This is an optimization exercise on Yosys and OpenROAD, whose aim is small area, not a production implementation. Function was checked by simulation only, so behaviour that the tests miss may differ from the original. No activity file was given, so power comes from the tool's default toggle rates.

Design fano_decoder_top, start of the top module:
module fano_decoder_top (
    input  logic       clk,
    input  logic       nlocal_rst,
    input  logic       i_vld,
    input  logic [1:0] i_branch,
    output logic       o_vld,
    output logic       o_dec_sym
);
Size in the first run: roughly 1500 cells after synthesis, roughly 310 flip-flops, about 16000 sq um of cells after synthesis.
clock: 8.0 ns
lec_check: 0
cap_margin: 20
core_margin: 2
core_utilization: 70
slew_margin: 20
standard.sh (not shown) runs the stock make flow with config.mk's settings and CLKGATE_MAP_FILE= SYNTH_SCRIPT=/design/flow/synth_recipe.tcl, a recipe that flattens the netlist after the stock synthesis.
==> flow/flow/run.sh <==
#!/bin/bash
# Own layout flow: the standard layout (standard.sh, unchanged synthesis
# script and register mapping) with two changes:
#  - the ABC script that maps the synthesised logic to cells
#    (flow/abc_speed.script: ORFS's speed script with delay relaxation and more
#    area-recovery rounds, and without its final buffering and sizing passes,
#    which placement's repair redoes anyway)
#  - clock tree synthesis with clkbuf_4 only, small sink clusters and no dummy
#    loads (flow/cts_args.txt)
# Each step's output goes to its own log in this folder; ORFS keeps its logs
# under orfs/logs.
set -euo pipefail
here=$(pwd)
rm -rf "$here/scripts"
cp -r "$FLOW_HOME/scripts" "$here/scripts"
cp "$here/flow/abc_speed.script" "$here/scripts/abc_speed.script"
cts_args=$(cat "$here/flow/cts_args.txt")
bash "$here/standard.sh" SCRIPTS_DIR="$here/scripts" "CTS_ARGS=$cts_args" finish > "$here/standard_flow.log" 2>&1
==> flow/flow/abc_speed.script <==
&get -n
&st
&dch
&nf -R 1000 -F 8
&st
&syn2
&if -g -K 6
&synch2
&nf -R 1000 -F 8
&st
&syn2
&if -g -K 6
&synch2
&nf -R 1000 -F 8
&st
&syn2
&if -g -K 6
&synch2
&nf -R 1000 -F 8
&st
&syn2
&if -g -K 6
&synch2
&nf -R 1000 -F 8
&put
topo
==> flow/flow/cts_args.txt <==
-sink_clustering_enable -repair_clock_nets -dont_use_dummy_load -buf_list {sky130_fd_sc_hd__clkbuf_4 sky130_fd_sc_hd__clkbuf_8} -sink_clustering_size 16 -sink_clustering_max_diameter 50
Next try:
==> flow/flow/cts_args.txt (replaced) <==
-sink_clustering_enable -repair_clock_nets -dont_use_dummy_load -buf_list sky130_fd_sc_hd__clkbuf_4 sky130_fd_sc_hd__clkbuf_8 -sink_clustering_size 16 -sink_clustering_max_diameter 50
With this change the flow did not get past clock tree synthesis (4_1_cts), error STA-0564.
Area after synthesis does not change.
Synthesized cell count does not change.
Next try:
==> flow/flow/cts_args.txt (replaced) <==
-sink_clustering_enable -repair_clock_nets -dont_use_dummy_load -buf_list sky130_fd_sc_hd__clkbuf_4 -sink_clustering_size 10 -sink_clustering_max_diameter 40
Settings changed: CORE_UTILIZATION 70 to 80.
Outcome: The new run finished clean. Synthesized cell count stays the same. Synthesized area does not change.

---

fano_decoder_top, a different RTL version from the one above (not shown whole).
Size: ~1800 cells after synthesis, roughly 310 flip-flops, about 7 I/O pins, ~17000 sq um of cells after synthesis.
make LEC_CHECK=0 CAP_MARGIN=20 CORE_MARGIN=2 CORE_UTILIZATION=55 CTS_BUF_LIST='sky130_fd_sc_hd__clkbuf_2 sky130_fd_sc_hd__clkbuf_4 sky130_fd_sc_hd__clkbuf_8' CTS_CLUSTER_DIAMETER=60 CTS_CLUSTER_SIZE=12 SLEW_MARGIN=20 finish   # period 8.0 ns
run.sh (not shown) runs the stock make flow with config.mk's settings and CLKGATE_MAP_FILE= SYNTH_SCRIPT=/design/flow/synth_recipe.tcl, a recipe that flattens the netlist after the stock synthesis.
Stock flow here: none of the scripts above is used.
The starting point completed without violations.
Change:
==> flow/flow/run.sh (new file) <==
#!/bin/bash
# Own layout flow: the standard layout (standard.sh) with one change, the ABC
# script that maps the synthesised logic to cells (flow/abc_speed.script: the
# ORFS speed script without its final buffering and sizing passes, which the
# placement's repair redoes anyway). Registers come out of synthesis as before.
# Output of each step goes to its own log in this folder (and ORFS's own logs
# under orfs/logs).
set -euo pipefail
here=$(pwd)
rm -rf "$here/scripts"
cp -r "$FLOW_HOME/scripts" "$here/scripts"
cp "$here/flow/abc_speed.script" "$here/scripts/abc_speed.script"
bash "$here/standard.sh" SCRIPTS_DIR="$here/scripts" finish > "$here/standard_flow.log" 2>&1
==> flow/flow/abc_speed.script (new file) <==
&get -n
&st
&dch
&nf
&st
&syn2
&if -g -K 6
&synch2
&nf
&st
&syn2
&if -g -K 6
&synch2
&nf
&st
&syn2
&if -g -K 6
&synch2
&nf
&st
&syn2
&if -g -K 6
&synch2
&nf
&st
&syn2
&if -g -K 6
&synch2
&nf
&put
topo
==> flow/standard.sh (new file) <==
#!/bin/bash
# synth_recipe.tcl (not shown) runs the flow's synth.tcl, then flattens the netlist and writes it again
# the make line also repeats each setting of config.mk as NAME=value (left out here)
make -C /OpenROAD-flow-scripts/flow DESIGN_CONFIG=/design/flow/config.mk WORK_HOME=/design/flow/orfs CLKGATE_MAP_FILE= SYNTH_SCRIPT=/design/flow/synth_recipe.tcl "${@:-finish}"
--- a/flow/config.mk
+++ b/flow/config.mk
@@ -10,2 +10,2 @@
-export CORE_UTILIZATION = 55
-export CTS_BUF_LIST = sky130_fd_sc_hd__clkbuf_2 sky130_fd_sc_hd__clkbuf_4 sky130_fd_sc_hd__clkbuf_8
+export CORE_UTILIZATION = 40
+export CTS_BUF_LIST = sky130_fd_sc_hd__clkbuf_4 sky130_fd_sc_hd__clkbuf_8
removed: flow/run.sh
After rerunning: The changed run completed with no timing, DRC or antenna violations; die area came out higher by 32%; power came out lower by 0.36%; worst hold slack gets worse by 8.0 ps; count of clock-buffer cells in the layout goes down by 3.
Change:
==> flow/run.sh (new file) <==
#!/bin/bash
# synth_recipe.tcl (not shown) runs the flow's synth.tcl, then flattens the netlist and writes it again
# the make line also repeats each setting of config.mk as NAME=value (left out here)
make -C /OpenROAD-flow-scripts/flow DESIGN_CONFIG=/design/flow/config.mk WORK_HOME=/design/flow/orfs CLKGATE_MAP_FILE= SYNTH_SCRIPT=/design/flow/synth_recipe.tcl finish
--- a/flow/config.mk
+++ b/flow/config.mk
@@ -10,4 +10,4 @@
-export CORE_UTILIZATION = 40
-export CTS_BUF_LIST = sky130_fd_sc_hd__clkbuf_4 sky130_fd_sc_hd__clkbuf_8
-export CTS_CLUSTER_DIAMETER = 60
-export CTS_CLUSTER_SIZE = 12
+export CORE_UTILIZATION = 55
+export CTS_BUF_LIST = sky130_fd_sc_hd__clkbuf_4
+export CTS_CLUSTER_DIAMETER = 40
+export CTS_CLUSTER_SIZE = 8
removed: flow/flow/run.sh
removed: flow/flow/abc_speed.script
removed: flow/standard.sh
- The new run finished clean
- routed wire length went up by about 1%
- utilization went up by 15 points
- power went up by about 1.9%
- maximum frequency went up by 1.5%
- setup slack gets better by 110 ps
- clock-buffer cell count went up by 24
- hold slack gets better by 10 ps
- sequential share of layout area stays flat
- flip-flop and latch count does not change
Change:
==> flow/config.mk (replaced) <==
export PLATFORM = sky130hd
export DESIGN_NAME = fano_decoder_top
export DESIGN_NICKNAME = fano_decoder_top
export VERILOG_FILES = /design/flow/design.v
export SDC_FILE = /design/flow/constraint.sdc
export NUM_CORES = 4
export LEC_CHECK = 0
export CAP_MARGIN = 0
export CORE_MARGIN = 2
export CORE_UTILIZATION = 40
export CTS_BUF_LIST = sky130_fd_sc_hd__clkbuf_4 sky130_fd_sc_hd__clkbuf_8
export CTS_CLUSTER_DIAMETER = 60
export CTS_CLUSTER_SIZE = 12
export SLEW_MARGIN = 0
The new run produced a clean layout.
Count of clock-buffer cells in the layout drops by 20.
Global-route usage drops by 8.1 points.
Cell area climbs slightly.
Cell count climbs by a little under a tenth.
Power climbs slightly.
Fmax drops by a few percent.
Routed wire length drops by a few percent.
Synthesized area is unchanged.
Register-to-register slack degrades by 170 ps.
First-iteration DRC count drops slightly.

afterwards: timing with drivers on the ports:
No port has a modelled driver above. Below, the same layouts with a new extraction and two added sets of constraints. Step 1 assumes that a clkbuf_16 drives the clock port and a buf_2 every other input. Step 2 times the ports against the registers' clock, not the clock port: input delays grow and output delays shrink by t, the midpoint of the rising clock arrivals with the driver on. a / b / c = no drivers / after step 1 / after step 2; a / b = the first two.
| run | shift t [ns] | slack for setup (ns) | slew at the worst register clock pin (ns) |
|---|---|---|---|
| the first run of note 1 | 0.639 | 0.892 / 0.892 / 0.892 | 0.11 / 0.11 |
| the third run of note 1 | 0.714 | 0.771 / 0.771 / 0.771 | 0.11 / 0.11 |
| the first run of note 2 | 0.587 | 0.873 / 0.873 / 0.873 | 0.09 / 0.09 |
| the second run of note 2 | 0.621 | 0.715 / 0.716 / 0.716 | 0.09 / 0.09 |
| the third run of note 2 | 0.825 | 0.826 / 0.826 / 0.826 | 0.10 / 0.10 |
| the fourth run of note 2 | 0.651 | 0.654 / 0.654 / 0.654 | 0.09 / 0.09 |
After both steps setup and hold are still met in every run listed.
